Source: an optimization exercise on an open RTL-to-GDS flow (aim: small area, a short achievable clock period and few clock cycles per item). Production flows keep margins and buffers that such runs may drop. No functional check of the RTL was part of any run shown here. Power figures rest on the tool's default switching activity, not on a simulated workload.

<file path="flow/design.v">
`default_nettype none
package tps_pkg;
  localparam int DUTY_BITS  = 10;
  localparam int TIME_BITS  = 32;
  localparam int FREQ_BITS  = 16;
  localparam int CFG_DUTY_W = 10;
  localparam int CFG_DATA_W = 16;
  localparam int DUTY_MAX   = (1 << DUTY_BITS) - 1;
  typedef logic [TIME_BITS-1:0] time_t;
  typedef logic [DUTY_BITS-1:0] duty_t;
  typedef logic [FREQ_BITS-1:0] freq_t;
  typedef logic [2:0]           pat_t;
  typedef logic [2:0]           pos_t;
  localparam pat_t PAT_NONE    = 3'd0;
  localparam pat_t PAT_WARNING = 3'd6;
  localparam pat_t PAT_ERROR   = 3'd7;
  typedef enum logic [2:0] {
    OP_TICK   = 3'd0,
    OP_START  = 3'd1,
    OP_CUSTOM = 3'd2,
    OP_STOP   = 3'd3,
    OP_ENABLE = 3'd4
  } op_e;
  typedef enum logic [1:0] {
    CFG_NORMAL_DUTY = 2'd0,
    CFG_STRONG_DUTY = 2'd1,
    CFG_WARN_REPEAT = 2'd2,
    CFG_ERR_REPEAT  = 2'd3
  } cfg_idx_e;
  typedef enum logic [1:0] {
    LVL_OFF    = 2'd0,
    LVL_NORMAL = 2'd1,
    LVL_STRONG = 2'd2
  } lvl_e;
  typedef struct packed {
    logic [CFG_DUTY_W-1:0] normal_duty;
    logic [CFG_DUTY_W-1:0] strong_duty;
    logic [15:0]           warning_repeat_ms;
    logic [15:0]           error_repeat_ms;
  } cfg_t;
  typedef struct packed {
    logic [2:0]  operation;
    time_t       now_ms;
    logic [3:0]  pattern_id;
    logic [15:0] custom_freq_hz;
    logic [15:0] custom_duty;
    logic [15:0] custom_length_ms;
    logic        enable_value;
  } in_item_t;
  typedef struct packed {
    logic  tone_on;
    freq_t tone_freq_hz;
    duty_t tone_duty;
    logic  busy;
  } res_t;
  typedef struct packed {
    freq_t      freq;
    logic [7:0] dur;
    lvl_e       level;
  } step_t;
endpackage
`default_nettype wire
`default_nettype none
import tps_pkg::*;
module tps_cfg_regs (
  input  wire logic                  clk_i,
  input  wire logic                  rst_ni,
  input  wire logic                  cfg_valid_i,
  output logic                       cfg_ready_o,
  input  wire logic [1:0]            cfg_index_i,
  input  wire logic [CFG_DATA_W-1:0] cfg_data_i,
  output tps_pkg::cfg_t              cfg_o
);
  tps_pkg::cfg_t cfg_q;
  assign cfg_ready_o = 1'b1;
  always_ff @(posedge clk_i or negedge rst_ni) begin
    if (!rst_ni) begin
      cfg_q.normal_duty       <= CFG_DUTY_W'(512);
      cfg_q.strong_duty       <= CFG_DUTY_W'(1023);
      cfg_q.warning_repeat_ms <= 16'd2000;
      cfg_q.error_repeat_ms   <= 16'd1000;
    end else if (cfg_valid_i) begin
      if (cfg_index_i == CFG_NORMAL_DUTY) cfg_q.normal_duty       <= cfg_data_i[CFG_DUTY_W-1:0];
      if (cfg_index_i == CFG_STRONG_DUTY) cfg_q.strong_duty       <= cfg_data_i[CFG_DUTY_W-1:0];
      if (cfg_index_i == CFG_WARN_REPEAT) cfg_q.warning_repeat_ms <= cfg_data_i[15:0];
      if (cfg_index_i == CFG_ERR_REPEAT)  cfg_q.error_repeat_ms   <= cfg_data_i[15:0];
    end
  end
  assign cfg_o = cfg_q;
endmodule
`default_nettype wire
`default_nettype none
import tps_pkg::*;
module tps_core (
  input  wire logic                 clk_i,
  input  wire logic                 rst_ni,
  input  wire logic                 take_i,
  input  wire logic [2:0]           operation_i,
  input  wire logic [TIME_BITS-1:0] now_i,
  input  wire logic [3:0]           pattern_id_i,
  input  wire logic [15:0]          cust_freq_i,
  input  wire logic [15:0]          cust_duty_i,
  input  wire logic [15:0]          cust_len_i,
  input  wire logic                 enable_i,
  input  wire tps_pkg::cfg_t        cfg_i,
  output logic                      tone_on_o,
  output logic [FREQ_BITS-1:0]      freq_o,
  output logic [DUTY_BITS-1:0]      duty_o,
  output logic                      busy_o
);
  function automatic tps_pkg::step_t step_lookup(tps_pkg::pat_t pat, tps_pkg::pos_t pos);
    tps_pkg::step_t s;
    case ({pat, pos})
      {3'd1, 3'd0}: s = {16'd880,  8'd90,  tps_pkg::LVL_NORMAL};
      {3'd1, 3'd1}: s = {16'd0,    8'd30,  tps_pkg::LVL_OFF};
      {3'd1, 3'd2}: s = {16'd1175, 8'd90,  tps_pkg::LVL_NORMAL};
      {3'd1, 3'd3}: s = {16'd0,    8'd30,  tps_pkg::LVL_OFF};
      {3'd1, 3'd4}: s = {16'd1568, 8'd120, tps_pkg::LVL_NORMAL};
      {3'd2, 3'd0}: s = {16'd1568, 8'd90,  tps_pkg::LVL_NORMAL};
      {3'd2, 3'd1}: s = {16'd0,    8'd30,  tps_pkg::LVL_OFF};
      {3'd2, 3'd2}: s = {16'd1175, 8'd90,  tps_pkg::LVL_NORMAL};
      {3'd2, 3'd3}: s = {16'd0,    8'd30,  tps_pkg::LVL_OFF};
      {3'd2, 3'd4}: s = {16'd880,  8'd120, tps_pkg::LVL_NORMAL};
      {3'd3, 3'd0}: s = {16'd1568, 8'd60,  tps_pkg::LVL_NORMAL};
      {3'd3, 3'd1}: s = {16'd0,    8'd40,  tps_pkg::LVL_OFF};
      {3'd3, 3'd2}: s = {16'd2093, 8'd80,  tps_pkg::LVL_NORMAL};
      {3'd4, 3'd0}: s = {16'd1175, 8'd60,  tps_pkg::LVL_NORMAL};
      {3'd5, 3'd0}: s = {16'd3000, 8'd25,  tps_pkg::LVL_STRONG};
      {3'd6, 3'd0}: s = {16'd1175, 8'd60,  tps_pkg::LVL_NORMAL};
      {3'd7, 3'd0}: s = {16'd880,  8'd70,  tps_pkg::LVL_STRONG};
      {3'd7, 3'd1}: s = {16'd0,    8'd100, tps_pkg::LVL_OFF};
      {3'd7, 3'd2}: s = {16'd880,  8'd70,  tps_pkg::LVL_STRONG};
      default:      s = {16'd0,    8'd0,   tps_pkg::LVL_OFF};
    endcase
    step_lookup = s;
  endfunction
  function automatic tps_pkg::pos_t step_count(tps_pkg::pat_t pat);
    tps_pkg::pos_t c;
    case (pat)
      3'd1, 3'd2:       c = 3'd5;
      3'd3, 3'd7:       c = 3'd3;
      3'd4, 3'd5, 3'd6: c = 3'd1;
      default:          c = 3'd0;
    endcase
    step_count = c;
  endfunction
  logic           en_q, en_d;
  logic           cust_q, cust_d;
  tps_pkg::pat_t  pat_q, pat_d;
  tps_pkg::pos_t  pos_q, pos_d;
  tps_pkg::time_t end_q, end_d;
  tps_pkg::time_t mark_q, mark_d;
  tps_pkg::freq_t freq_q, freq_d;
  tps_pkg::duty_t duty_q, duty_d;
  tps_pkg::pos_t  cnt, pos_inc;
  logic [15:0]    rep;
  logic           do_begin;
  tps_pkg::pat_t  bpat;
  tps_pkg::pos_t  bpos;
  tps_pkg::step_t stp;
  tps_pkg::duty_t stp_duty;
  logic           ge_end, ge_mark;
  tps_pkg::time_t now_plus, mark_plus;
  logic           cust_zero;
  tps_pkg::pat_t  new_pat;
  assign cnt       = step_count(pat_q);
  assign rep       = (pat_q == PAT_WARNING) ? cfg_i.warning_repeat_ms :
                     (pat_q == PAT_ERROR)   ? cfg_i.error_repeat_ms : 16'd0;
  assign pos_inc   = pos_q + 3'd1;
  assign ge_end    = now_i >= end_q;
  assign ge_mark   = now_i >= mark_q;
  assign mark_plus = mark_q + TIME_BITS'(rep);
  assign cust_zero = (cust_freq_i == '0) || (cust_duty_i == '0) || (cust_len_i == '0);
  assign new_pat   = pattern_id_i[3] ? PAT_NONE : pattern_id_i[2:0];
  always_comb begin
    bpat = pat_q;
    bpos = '0;
    if (operation_i == OP_START) begin
      bpat = new_pat;
    end else if (pos_q < cnt) begin
      bpos = pos_inc;
    end
  end
  assign stp      = step_lookup(bpat, bpos);
  assign stp_duty = (stp.level == tps_pkg::LVL_NORMAL) ? cfg_i.normal_duty :
                    (stp.level == tps_pkg::LVL_STRONG) ? cfg_i.strong_duty : '0;
  assign now_plus = now_i + ((operation_i == OP_CUSTOM) ? TIME_BITS'(cust_len_i)
                                                        : TIME_BITS'(stp.dur));
  always_comb begin
    en_d     = en_q;
    cust_d   = cust_q;
    pat_d    = pat_q;
    pos_d    = pos_q;
    end_d    = end_q;
    mark_d   = mark_q;
    freq_d   = freq_q;
    duty_d   = duty_q;
    do_begin = 1'b0;
    if (take_i) begin
      case (operation_i)
        OP_TICK: begin
          if (cust_q) begin
            if (ge_end) begin
              cust_d = 1'b0;
              freq_d = '0;
              duty_d = '0;
            end
          end else if (pat_q != PAT_NONE) begin
            if (pos_q >= cnt) begin
              if (rep == '0) begin
                pat_d = PAT_NONE;
              end else if (ge_mark) begin
                mark_d   = now_i;
                pos_d    = '0;
                do_begin = 1'b1;
              end
            end else if (ge_end) begin
              pos_d = pos_inc;
              if (pos_inc < cnt) begin
                do_begin = 1'b1;
              end else begin
                freq_d = '0;
                duty_d = '0;
                if (rep == '0) pat_d  = PAT_NONE;
                else           mark_d = mark_plus;
              end
            end
          end
        end
        OP_START: begin
          if (en_q) begin
            cust_d = 1'b0;
            pat_d  = new_pat;
            pos_d  = '0;
            mark_d = now_i;
            if (new_pat == PAT_NONE) begin
              freq_d = '0;
              duty_d = '0;
            end else begin
              do_begin = 1'b1;
            end
          end
        end
        OP_CUSTOM: begin
          if (en_q) begin
            pat_d = PAT_NONE;
            if (cust_zero) begin
              cust_d = 1'b0;
              freq_d = '0;
              duty_d = '0;
            end else begin
              cust_d = 1'b1;
              end_d  = now_plus;
              freq_d = cust_freq_i;
              duty_d = (|cust_duty_i[15:10]) ? 10'h3FF : cust_duty_i[9:0];
            end
          end
        end
        OP_STOP: begin
          pat_d  = PAT_NONE;
          cust_d = 1'b0;
          freq_d = '0;
          duty_d = '0;
        end
        OP_ENABLE: begin
          en_d = enable_i;
          if (!enable_i) begin
            pat_d  = PAT_NONE;
            cust_d = 1'b0;
            freq_d = '0;
            duty_d = '0;
          end
        end
        default: ;
      endcase
    end
    if (do_begin) begin
      end_d = now_plus;
      if (stp.freq == '0 || stp_duty == '0) begin
        freq_d = '0;
        duty_d = '0;
      end else begin
        freq_d = stp.freq;
        duty_d = stp_duty;
      end
    end
  end
  always_ff @(posedge clk_i or negedge rst_ni) begin
    if (!rst_ni) begin
      en_q   <= 1'b1;
      cust_q <= 1'b0;
      pat_q  <= PAT_NONE;
      freq_q <= '0;
      duty_q <= '0;
    end else begin
      en_q   <= en_d;
      cust_q <= cust_d;
      pat_q  <= pat_d;
      freq_q <= freq_d;
      duty_q <= duty_d;
    end
  end
  always_ff @(posedge clk_i) begin
    pos_q  <= pos_d;
    end_q  <= end_d;
    mark_q <= mark_d;
  end
  assign tone_on_o = (duty_q != '0);
  assign freq_o    = freq_q;
  assign duty_o    = duty_q;
  assign busy_o    = cust_q || (pat_q != PAT_NONE && (pos_q < cnt || rep != '0));
endmodule
`default_nettype wire
`default_nettype none
import tps_pkg::*;
module tone_pattern_sequencer_top (
  input  wire logic                  clk_i,
  input  wire logic                  rst_ni,
  input  wire logic                  in_valid_i,
  output logic                       in_stall_o,
  input  wire logic [2:0]            operation_i,
  input  wire logic [TIME_BITS-1:0]  now_ms_i,
  input  wire logic [3:0]            pattern_id_i,
  input  wire logic [15:0]           custom_freq_hz_i,
  input  wire logic [15:0]           custom_duty_i,
  input  wire logic [15:0]           custom_length_ms_i,
  input  wire logic                  enable_value_i,
  output logic                       out_valid_o,
  input  wire logic                  out_stall_i,
  output logic                       tone_on_o,
  output logic [FREQ_BITS-1:0]       tone_freq_hz_o,
  output logic [DUTY_BITS-1:0]       tone_duty_o,
  output logic                       busy_res_o,
  input  wire logic                  cfg_valid_i,
  output logic                       cfg_ready_o,
  input  wire logic [1:0]            cfg_index_i,
  input  wire logic [CFG_DATA_W-1:0] cfg_data_i
);
  logic          out_vld_q;
  logic          take;
  tps_pkg::cfg_t cfg;
  assign in_stall_o = out_vld_q && out_stall_i;
  assign take       = in_valid_i && !in_stall_o;
  tps_cfg_regs u_cfg (
    .clk_i       (clk_i),
    .rst_ni      (rst_ni),
    .cfg_valid_i (cfg_valid_i),
    .cfg_ready_o (cfg_ready_o),
    .cfg_index_i (cfg_index_i),
    .cfg_data_i  (cfg_data_i),
    .cfg_o       (cfg)
  );
  tps_core u_core (
    .clk_i        (clk_i),
    .rst_ni       (rst_ni),
    .take_i       (take),
    .operation_i  (operation_i),
    .now_i        (now_ms_i),
    .pattern_id_i (pattern_id_i),
    .cust_freq_i  (custom_freq_hz_i),
    .cust_duty_i  (custom_duty_i),
    .cust_len_i   (custom_length_ms_i),
    .enable_i     (enable_value_i),
    .cfg_i        (cfg),
    .tone_on_o    (tone_on_o),
    .freq_o       (tone_freq_hz_o),
    .duty_o       (tone_duty_o),
    .busy_o       (busy_res_o)
  );
  always_ff @(posedge clk_i or negedge rst_ni) begin
    if (!rst_ni) begin
      out_vld_q <= 1'b0;
    end else begin
      out_vld_q <= take || in_stall_o;
    end
  end
  assign out_valid_o = out_vld_q;
endmodule
`default_nettype wire
</file>
<file path="flow/run.sh">
#!/bin/bash
# synth_recipe.tcl (not shown) runs the flow's synth.tcl, then flattens the netlist and writes it again
# the make line also repeats each setting of config.mk as NAME=value (left out here)
make -C /OpenROAD-flow-scripts/flow DESIGN_CONFIG=/design/flow/config.mk WORK_HOME=/design/flow/orfs CLKGATE_MAP_FILE= SYNTH_SCRIPT=/design/flow/synth_recipe.tcl finish
</file>
<file path="flow/config.mk">
export PLATFORM = sky130hd
export DESIGN_NAME = tone_pattern_sequencer_top
export DESIGN_NICKNAME = tone_pattern_sequencer_top
export VERILOG_FILES = /design/flow/design.v
export SDC_FILE = /design/flow/constraint.sdc
export NUM_CORES = 4
export LEC_CHECK = 0
export CAP_MARGIN = 20
export CORE_MARGIN = 2
export CORE_UTILIZATION = 40
export SLEW_MARGIN = 20
</file>
<file path="flow/constraint.sdc">
create_clock -name core_clock -period 5.5 [get_ports {clk_i}]
set_input_delay 1.1000 -clock core_clock [delete_from_list [all_inputs] [get_ports {clk_i}]]
set_output_delay 1.1000 -clock core_clock [all_outputs]
set_load 0.01 [all_outputs]
</file>
==> results of run 1 <==
[cell type report]
cell class | instances | area (um2) | area share (%)
multi-input cells | 887 | 6550 | 46.9
clock buffers | 17 | 425 | 3.04
flip-flops and latches | 151 | 4150 | 29.7
inverters | 83 | 312 | 2.23
repair buffers | 203 | 1900 | 13.6
well taps | 378 | 473 | 3.38
clock inverters | 15 | 171 | 1.23
[power groups by stage]
stage               logic (mW)  clock network (mW)  registers (mW)
floorplan                0.470                   0            1.47
global placement         0.859                   0            1.47
detailed placement       0.868                   0            1.47
CTS                      0.871                1.23            1.45
global route             0.955                1.28            1.47
finish                   0.868                1.20            1.45
[metal layers]
| metal | vias up | GRT usage (%) |
|---|---|---|
| met5 | - | 0 |
| met4 | 0 | 5.71 |
| met3 | 35 | 2.35 |
| met2 | 194 | 34.3 |
| met1 | 4516 | 29.1 |
| li1 | 4632 | - |
[logic make-up after synthesis]
family	synth area share [%]
simple gates	15.4
compound gates	18.4
flops	36.9
buf+inv	5.02
fa+ha+maj	11.8
mux	8.12
xor+xnor	4.20
other cells	0.0334
[registers in the layout, summed over array words and instances (netlist names)]
register / count
u_core.cust_q: 1
u_core.freq_q: 16
u_core.en_q: 1
u_core.mark_q: 32
u_core.end_q: 32
u_core.pos_q: 3
out_vld_q: 1
u_core.duty_q: 10
u_cfg.cfg_q: 52
u_core.pat_q: 3
[how the worst min path moves through the flow]
stage                                start                           to  slack, ps
6_report       u_cfg.cfg_q[18]$_DFFE_PN0P_  u_cfg.cfg_q[18]$_DFFE_PN0P_        510
2_1_floorplan  u_cfg.cfg_q[27]$_DFFE_PN0P_  u_cfg.cfg_q[27]$_DFFE_PN0P_        480
3_5_place_dp   u_cfg.cfg_q[11]$_DFFE_PN0P_  u_cfg.cfg_q[11]$_DFFE_PN0P_        490
4_1_cts        u_cfg.cfg_q[11]$_DFFE_PN0P_  u_cfg.cfg_q[11]$_DFFE_PN0P_        510
5_1_grt         u_cfg.cfg_q[4]$_DFFE_PN0P_   u_cfg.cfg_q[4]$_DFFE_PN0P_        530
3_3_place_gp    u_cfg.cfg_q[0]$_DFFE_PN0P_   u_cfg.cfg_q[0]$_DFFE_PN0P_        490
[critical path, stage by stage]
cell and delay (ps):
clkdlybuf4s50_1 470, or3b_4 420, a22o_1 290, nor2_1 160, nor2_1 70, buf_4 150, o32ai_1 220, a221oi_1 120
o31ai_1 270, ha_1 320, nor2b_1 150, o21ai_1 140, a21boi_0 140, o21bai_1 260, a21oi_1 170, a211o_1 290
a21o_2 280, and3_1 210, xor2_1 140
[metrics by stage]
| stage | utilization (%) | cells | area (um2) |
|---|---|---|---|
| after CTS | 50.4 | 1734 | 14000 |
| after global routing | 50.4 | 1734 | 14000 |
| after detailed placement | 48.3 | 1702 | 13400 |
| after floorplan | - | 1166 | 11200 |
| after global placement | 48.3 | 1702 | 13400 |
| final | 50.4 | 1734 | 14000 |
[synth_stat cells (6+ instances only)]
cell type,number
o21ai_2,6
nor3b_1,6
nor3_1,21
xnor2_1,35
dfstp_2,24
nand4_1,12
mux2i_1,19
o31ai_1,6
nor2b_1,17
a211oi_1,16
ha_1,103
o211ai_1,7
o21ai_1,8
clkbuf_1,23
buf_6,7
a21oi_1,66
a21oi_2,6
nand3_1,22
and3_1,19
nor2_1,92
xor2_1,17
a21o_1,25
a221oi_1,14
mux2_2,64
and2_1,14
dfrtp_1,60
inv_1,82
nor4_1,19
a31oi_1,11
nand2b_1,9
o21ai_0,58
or2_2,6
o21a_1,20
nand2_1,83
buf_2,9
o2111ai_1,8
edfxtp_1,67
[placed cells by master (no fill, tap or decap), types with 20 or more instances in the layout]
master,count
clkdlybuf4s50_1,139
ha_1,103
nor2_1,92
nand2_1,83
inv_1,82
edfxtp_1,67
a21oi_1,66
mux2_2,64
buf_4,62
dfrtp_1,59
o21ai_0,56
xnor2_1,35
a21o_1,24
dfstp_2,24
nand3_1,22
nor3_1,20
o21a_1,20
==> reports/metrics.yaml, run 1 <==
netlist_area_mm2: 0.0112
worst-r2r-cell-count: 22
cts_tree: "done"
ys_warn_count: 3
endpoint_kind: "register"
place.gp.congestion: 0.920
io_pins: 142
grt_use_total_pct: 20.9
crit_type: "input pin to register"
floorplan.initialDensity_pct: 40.5
report.final.slew_viol_count: 0
drv_cap: 0
clock-sinks: 151
first_iter_violations: 633
final.setup.worst_slack_ps: 320
irDropWorstVdd_mv: 0.172
antenna_cells: 0
vias: 9377
r2r_start: "u_core.pat_q[1]$_DFFE_PN0P_"
grt_max_degree: 53
numPortBuffers: 140
cts_buffers: 17
crit_required_ps: 5680
critPathMaxFanout: 8
synth-main-ff-cell: "edfxtp_1"
p_int_mw: 2.42
layout-drive-gt1-share_pct: 17.4
postCtsHoldBufs: 0
clockRootBuffer: "clkbuf_16"
synth.top_cell.area_share_pct: 17.9
drtAntennaViolNets: 0
syn_avg_cell_area_um2: 9.62
comb_power_share_pct: 24.7
min_period_ps: 5180
p_switching_mw: 1.10
slew_headroom_pct: 35.6
worstSetupStartpoint: "operation_i[0]"
fmax_ghz: 0.193
clockBufferDepth: 2
post-synth-top-area-cell: "edfxtp_1"
dieArea_mm2: 0.0294
drc: 0
dp_hpwl_um: 24100
grt_pass1_wl_um: 47500
cp-start-kind: "input pin"
syn2layout_area_growth_pct: 24.6
cts.clk_slew.worst_paths_ps: 80
core.rowCount: 61
hold_viol: 0
r2r_end: "u_core.end_q[22]$_DFFE_PP_"
ys_async_sr_fraction_pct: 55.6
rsz0062_at_grt: "no"
avgViaCountPerCell: 5.41
htree_levels: 4
status: "timing/DRC/antenna clean"
dr_wl_met3_um: 1040
syn_nets: 1382
tightest_slew_ps: 960
synth_edf_count: 67
powerDensity_mw_per_mm2: 252
fp.dieH_um: 171
antenna_found_initial: 1
hold_class: "register to register"
finalCritPeriodShare_pct: 94.2
fin_hold_ws_ps: 506
critPathCapture: "u_core.end_q[22]$_DFFE_PP_"
power_mw: 3.52
nFillCells: 2617
synth_area_leaders: "edfxtp_1 (18%), dfrtp_1 (13%), ha_1 (11%)"
cp.arrival_ps: 5360
drt_first_pass_iters: 5
insertion_delay_ps: 440
die_width_um: 171
avgRoutedWirePerCell_um: 17.6
post-place-ws_ps: -191
seqPwrFrac_pct: 41.2
cellLeakagePower_nw: 5.91
hold_path_depth: 1
synth-seq-area-share_pct: 36.9
clock_skew_ps: 18.5
drt-total-wl_um: 30500
syn_inst: 1166
fin_nets: 1559
fin_tns_setup_ps: 0
cts_post_setup_buffers_inserted: 0
ctsResizeCount: 0
grt_pass1_vias: 8903
overflow: 0
synth_cell_types: 80
clockPowerShare_pct: 34.2
top_layer: "met4"
route.met2.wl_um: 14400
ys_ff_latch: 151
switching_share_pct: 31.2
core_mm2: 0.0277
regToRegSetupSlack_ps: 580
drt-met1-wl_um: 14600
setup_viol: 0
==> run 2: changes to the inputs <==
--- a/flow/config.mk
+++ b/flow/config.mk
@@ -7,2 +7,3 @@
 export LEC_CHECK = 0
+export ABC_CLOCK_PERIOD_IN_PS = 3000
 export CAP_MARGIN = 20
@@ -10,2 +11,3 @@
 export CORE_UTILIZATION = 40
+export SETUP_SLACK_MARGIN = 2.5
 export SLEW_MARGIN = 20
==> reports/metrics.yaml, run 2 <==
ys_async_sr_fraction_pct: 55.6
fmax_ghz: 0.222
crit_type: "input pin to register"
synthTopCellsByCount: "ha_1 (103), nor2_1 (92), nand2_1 (83)"
grt-busiest-layer: "met2"
clock_skew_ps: 18.8
synth.top_cell.area_share_pct: 17.9
nFillCells: 2212
cts_tree: "done"
antenna_cells: 0
drtAntennaViolNets: 0
antenna_found_initial: 0
synth_most_common_cell: "ha_1"
grt_pass1_vias: 10300
endpoint_kind: "register"
post-synth-top-area-cell: "edfxtp_1"
drt-total-wl_um: 36600
avgRoutedWirePerCell_um: 19.7
tightest_slew_ps: 1310
top_regs: "u_cfg.cfg_q (52), u_core.end_q (32), u_core.mark_q (32)"
hold_class: "register to register"
synth-main-ff-cell: "edfxtp_1"
syn2layout_area_growth_pct: 53.5
finalCritPeriodShare_pct: 81.8
io_pins: 142
multi_input_area_mm2: 0.00828
syn_inst: 1166
synth-seq-area-share_pct: 36.9
postCtsHoldBufs: 0
slew_headroom_pct: 12.8
htree_levels: 4
largest-register: "u_cfg.cfg_q"
min_period_ps: 4500
dieArea_mm2: 0.0294
final.setup.worst_slack_ps: 1000
drc: 0
die_width_um: 171
fin_nets: 1682
place.gp.congestion: 0.896
clockBufferDepth: 2
syn_avg_cell_area_um2: 9.62
grt_use_total_pct: 24.2
core.rowCount: 61
numPortBuffers: 140
powerDensity_mw_per_mm2: 224
insertion_delay_ps: 450
core_mm2: 0.0277
clock-sinks: 151
drt_first_pass_iters: 6
cp.arrival_ps: 4700
netlist_area_mm2: 0.0112
rsz0062_at_grt: "yes"
layout-drive-gt1-share_pct: 41.6
met3_usage_pct: 3.15
vias: 10300
largest_reg_flops: 52
fp.dieH_um: 171
critPathMaxFanout: 8
mostFrequentLayoutCells: "buf_4 (115), clkdlybuf4s50_1 (101), nand2_1 (78)"
use_met1_pct: 31.7
overflow: 0
drv_cap: 0
cts.clk_slew.worst_paths_ps: 80
regToRegSetupSlack_ps: 1050
layout_commonest_cell: "buf_4"
setup_viol: 0
final_core_util_pct: 62.2
post-place-ws_ps: -7.03
ys_ff_latch: 151
ys_warn_count: 3
synth_area_leaders: "edfxtp_1 (18%), dfrtp_1 (13%), ha_1 (11%)"
avgViaCountPerCell: 5.56
report.final.slew_viol_count: 0
synth_cell_types: 80
syn_nets: 1382
status: "timing/DRC/antenna clean"
cellLeakagePower_nw: 7.07
crit_required_ps: 5700
use_met2_pct: 40.9
floorplan.initialDensity_pct: 40.5
hold_viol: 0
cp-start-kind: "input pin"
grt_max_degree: 61
dp_hpwl_um: 23900
grt_pass1_wl_um: 55000
first_iter_violations: 717
clockRootBuffer: "clkbuf_16"
synth_edf_count: 67
cts_buffers: 17
irDropWorstVdd_mv: 0.211
regArea_mm2: 0.00415
run 2: cell counts after synthesis:
Identical to the previous run, type by type.
run 2: final cells by class:
| class | instances | area share, % |
|---|---|---|
| clock buffer | 17 | 2.47 |
| clock inverter | 15 | 1.13 |
| inverter | 83 | 1.83 |
| multi-input combinational | 888 | 48.1 |
| sequential | 151 | 24.1 |
| tap | 378 | 2.75 |
| timing repair buffer | 325 | 19.7 |
run 2: metal layers:
metal  vias to the layer above  part of all wire [%]
met5                         -                     0
met4                         0                   3.0
met3                        67                   3.3
met2                       269                    50
met1                      5095                    44
li1                       4902                     -
run 2: cells by family (layout without fill, tap and decap cells):
| group | count (synthesis) | after routing | synth area share [%] |
|---|---|---|---|
| compound gates | 302 | 302 | 18.4 |
| simple gates | 343 | 344 | 15.4 |
| mux | 83 | 83 | 8.12 |
| other cells | 1 | 1 | 0.0334 |
| xor+xnor | 53 | 53 | 4.20 |
| fa+ha+maj | 105 | 105 | 11.8 |
| flops | 151 | 151 | 36.9 |
| buf+inv | 128 | 440 | 5.02 |
run 2: worst max-delay path: stages:
cell      delay (ps)
buf_6             90
or3b_4           440
buf_12           150
a22oi_4          230
nor2_4            70
nor2_4           190
o32ai_2          120
a221oi_2         250
o31ai_2          100
ha_1             360
a211oi_2         270
nor2_1            90
o221a_4          230
and2_4           160
a311oi_2         270
o31a_1           210
buf_12           150
nor3_4            50
xor2_1           140
run 2: power by group:
part | switching [mW] | internal [mW]
Clock | 0.607 | 0.625
Sequential | 0.122 | 1.36
Combinational | 0.535 | 0.617
Total | 1.26 | 2.60
run 2: final timing paths:
path | start | endpoint | cells after the start
min in group asynchronous | rst_ni | out_vld_q$_DFF_PN0_ | 1
max in group asynchronous | rst_ni | u_cfg.cfg_q[21]$_DFFE_PN0P_ | 2
max | operation_i[1] | u_core.end_q[31]$_DFFE_PP_ | 19
min | u_cfg.cfg_q[27]$_DFFE_PN0P_ | u_cfg.cfg_q[27]$_DFFE_PN0P_ | 1
min reg2reg | u_cfg.cfg_q[27]$_DFFE_PN0P_ | u_cfg.cfg_q[27]$_DFFE_PN0P_ | 1
max reg2reg | u_core.pat_q[0]$_DFFE_PN0P_ | u_core.end_q[31]$_DFFE_PP_ | 22
run 2: stage by stage:
step | setup TNS [ps] | cell area (um2) | power, mW | instances | hold WS (ps)
floorplan | 0 | 11700 | 1.98 | 1166 | 479
global placement | 0 | 13600 | 2.35 | 1681 | 487
detailed placement | -9.70 | 13600 | 2.37 | 1681 | 493
CTS | 0 | 16300 | 3.76 | 1813 | 509
global route | 0 | 17200 | 4.03 | 1857 | 522
finish | 0 | 17200 | 3.86 | 1857 | 505
run 2: what timing repair did:
| action | in CTS | in global routing |
|---|---|---|
| gates resized for setup | 436 | 118 |
| setup buffers | 89 | 43 |
| pin swaps | 104 | 100 |
| gates cloned | 11 | 1 |
| endpoints found under the setup margin | 166 | 156 |
==> run 3: changes to the inputs <==
--- a/flow/config.mk
+++ b/flow/config.mk
@@ -7,3 +7,3 @@
 export LEC_CHECK = 0
-export ABC_CLOCK_PERIOD_IN_PS = 3000
+export ABC_CLOCK_PERIOD_IN_PS = 2200
 export CAP_MARGIN = 20
@@ -11,3 +11,3 @@
 export CORE_UTILIZATION = 40
-export SETUP_SLACK_MARGIN = 2.5
+export SETUP_SLACK_MARGIN = 3.2
 export SLEW_MARGIN = 20
==> reports/metrics.yaml, run 3 <==
grt_pass1_vias: 10300
r2r_start: "u_core.pat_q[1]$_DFFE_PN0P_"
cp.arrival_ps: 4690
powerDensity_mw_per_mm2: 221
drv_cap: 0
setup_viol: 0
layout_commonest_cell: "buf_4"
fin_nets: 1690
netlist_area_mm2: 0.0112
top_regs: "u_cfg.cfg_q (52), u_core.end_q (32), u_core.mark_q (32)"
finalCritPeriodShare_pct: 81.8
synth_most_common_cell: "ha_1"
min_period_ps: 4500
hold_viol: 0
first_iter_violations: 633
clock_skew_ps: 14.3
slew_headroom_pct: 36.8
worst-r2r-cell-count: 23
r2r_end: "u_core.end_q[31]$_DFFE_PP_"
synthTopCellsByCount: "ha_1 (103), nor2_1 (92), nand2_1 (83)"
synth_cell_types: 80
insertion_delay_ps: 440
grt_use_total_pct: 24.4
vias: 10200
antenna_found_initial: 1
place.gp.congestion: 0.879
hold_class: "register to register"
core_mm2: 0.0277
avgViaCountPerCell: 5.48
critPathMaxFanout: 6
fmax_ghz: 0.222
endpoint_kind: "register"
regToRegSetupSlack_ps: 1120
report.final.slew_viol_count: 0
crit_family: "compound AO/OA/AOI/OAI gates"
rsz0062_at_grt: "yes"
synth.top_cell.area_share_pct: 17.9
syn_avg_cell_area_um2: 9.62
cts.clk_slew.worst_paths_ps: 70
drt_first_pass_iters: 5
cts_buffers: 17
ys_warn_count: 3
syn2layout_area_growth_pct: 53.2
crit_type: "input pin to register"
grt_pass1_wl_um: 55300
die_width_um: 171
clockBufferDepth: 2
fp.dieH_um: 171
worstSetupStartpoint: "operation_i[1]"
drt-total-wl_um: 36100
ys_async_sr_fraction_pct: 55.6
place_inst: 1686
crit_buf_inv: 4
fin_tns_setup_ps: 0
numPortBuffers: 140
clock-sinks: 151
synth_edf_count: 67
crit_required_ps: 5690
ys_ff_latch: 151
overflow: 0
synth-seq-area-share_pct: 36.9
syn_inst: 1166
core.rowCount: 61
largest-register: "u_cfg.cfg_q"
synth-main-ff-cell: "edfxtp_1"
irDropWorstVdd_mv: 0.196
final_core_util_pct: 62.0
status: "timing/DRC/antenna clean"
drtAntennaViolNets: 0
htree_levels: 4
drc: 0
cpPeakStageDelay_ps: 460
synth_area_leaders: "edfxtp_1 (18%), dfrtp_1 (13%), ha_1 (11%)"
cts_tree: "done"
io_pins: 142
post-synth-top-area-cell: "edfxtp_1"
mostFrequentLayoutCells: "buf_4 (133), inv_1 (80), nand2_1 (75)"
dp_hpwl_um: 23800
path_cells: "buf_8 -> or3b_4 -> a22oi_2 -> buf_6 -> nor2_4 -> nor2_4 -> buf_6 -> a21oi_4 -> buf_4 -> a21oi_1 -> o31ai_2 -> ha_2 -> or3_1 -> o221ai_1 -> o21bai_4 -> a21oi_2 -> a211o_1 -> a21o_4 -> and3_1 -> xor2_1"
cp-start-kind: "input pin"
floorplan.initialDensity_pct: 40.5
slowest_stage: "or3b_4"
cp.depth: 20
avgRoutedWirePerCell_um: 19.3
critPathCapture: "u_core.end_q[18]$_DFFE_PP_"
tightest_slew_ps: 949
syn_nets: 1382
largest_reg_flops: 52
cellLeakagePower_nw: 7.20
stdcell_count: 1866
clockRootBuffer: "clkbuf_16"
grt_max_degree: 54
layout-drive-gt1-share_pct: 42.6
dieArea_mm2: 0.0294
-- run 3: cell counts after synthesis --
No cell type changed its count.
-- run 3: kinds of logic after synthesis --
logic type | count (synthesis) | share of synthesized area (%)
XOR/XNOR | 53 | 4.20
buffers and inverters | 128 | 5.02
multiplexers | 83 | 8.12
adder cells (fa/ha/maj) | 105 | 11.8
AND/OR/NAND/NOR | 343 | 15.4
other | 1 | 0.0334
flip-flops | 151 | 36.9
AO/OA/AOI/OAI | 302 | 18.4
-- run 3: worst reg2reg max path: cells and delay by family, from the launching register on --
family	cells	cell delay (ps)
buf+inv	2	320
flops	1	440
compound gates	11	1610
xor+xnor	1	140
simple gates	7	960
fa+ha+maj	2	660
-- run 3: layout make-up --
cell class | instances | area, um2
well taps | 378 | 473
fillers | 2226 | 10500
clock buffers | 17 | 425
diodes | 1 | 2.50
clock inverters | 15 | 130
repair buffers | 326 | 3260
flip-flops and latches | 151 | 4150
inverters | 83 | 329
multi-input cells | 895 | 8420
-- run 3: stage by stage --
| step | cell area [um2] | power (mW) | hold WS, ps | worst slack, ps |
|---|---|---|---|---|
| global placement | 13800 | 2.37 | 487 | 35.9 |
| CTS | 16300 | 3.72 | 509 | 994 |
| finish | 17200 | 3.80 | 506 | 1000 |
| detailed placement | 13800 | 2.38 | 493 | 18.4 |
| floorplan | 11900 | 2.01 | 479 | 752 |
| global route | 17200 | 3.99 | 528 | 894 |
-- run 3: routing by layer --
layer	global-route usage (%)	wire, um	share of wire [%]
met5	0	0	0
met4	7.55	921	2.6
met3	2.88	1240	3.4
met2	41.7	17900	50
met1	32.2	16000	44
-- run 3: report_power, final --
part           total [mW]  switching, mW  internal (mW)  leakage [nW]
Combinational        1.18          0.556          0.622          5.32
Sequential           1.47          0.116           1.36          1.60
Clock                1.15          0.550          0.597         0.282
-- run 3: how the worst min path moves through the flow --
stage / start / slack [ps] / to / depth (start not counted)
floorplan: u_cfg.cfg_q[27]$_DFFE_PN0P_ / 480 / u_cfg.cfg_q[27]$_DFFE_PN0P_ / 1
global placement: u_cfg.cfg_q[2]$_DFFE_PN0P_ / 490 / u_cfg.cfg_q[2]$_DFFE_PN0P_ / 1
detailed placement: u_cfg.cfg_q[2]$_DFFE_PN0P_ / 490 / u_cfg.cfg_q[2]$_DFFE_PN0P_ / 1
CTS: u_cfg.cfg_q[29]$_DFFE_PN0P_ / 510 / u_cfg.cfg_q[29]$_DFFE_PN0P_ / 1
global route: u_cfg.cfg_q[13]$_DFFE_PN0P_ / 530 / u_cfg.cfg_q[13]$_DFFE_PN0P_ / 1
finish: u_cfg.cfg_q[31]$_DFFE_PN0P_ / 510 / u_cfg.cfg_q[31]$_DFFE_PN0P_ / 1
-- run 3: what timing repair did --
action,in CTS,in global routing
pin swaps,104,89
setup buffers,91,38
hold buffers,0,0
endpoints found under the setup margin,226,166
gates cloned,17,1
resized for setup,413,151

-- afterwards: timing with drivers on the ports --
How much do the figures lean on ideal ports? The routed layouts below were timed once more, with nothing changed but the port constraints. Step 1 assumes that a clkbuf_16 drives the clock port and a buf_2 every other input. Step 2 moves the port delays by t, midway between the first and last clock arrival at a register: inputs arrive t later, outputs are due t later. That takes back most of the time a late clock gives input paths. Slacks: ideal / step 1 / step 2; pairs: ideal / step 1.
| run | shift t [ns] | setup WS [ns] | slew at the worst register clock pin (ns) |
|---|---|---|---|
| run 1 | 0.481 | 0.320 / 0.342 / -0.139 | 0.08 / 0.08 |
| run 2 | 0.492 | 1.003 / 1.020 / 0.528 | 0.09 / 0.09 |
| run 3 | 0.483 | 1.001 / 1.013 / 0.529 | 0.07 / 0.07 |
With both steps, setup timing fails in run 1, where it was met with ideal ports. The setup slack of run 2, which loses most, moves by +0.017 ns with the drivers and by -0.475 ns with both steps.
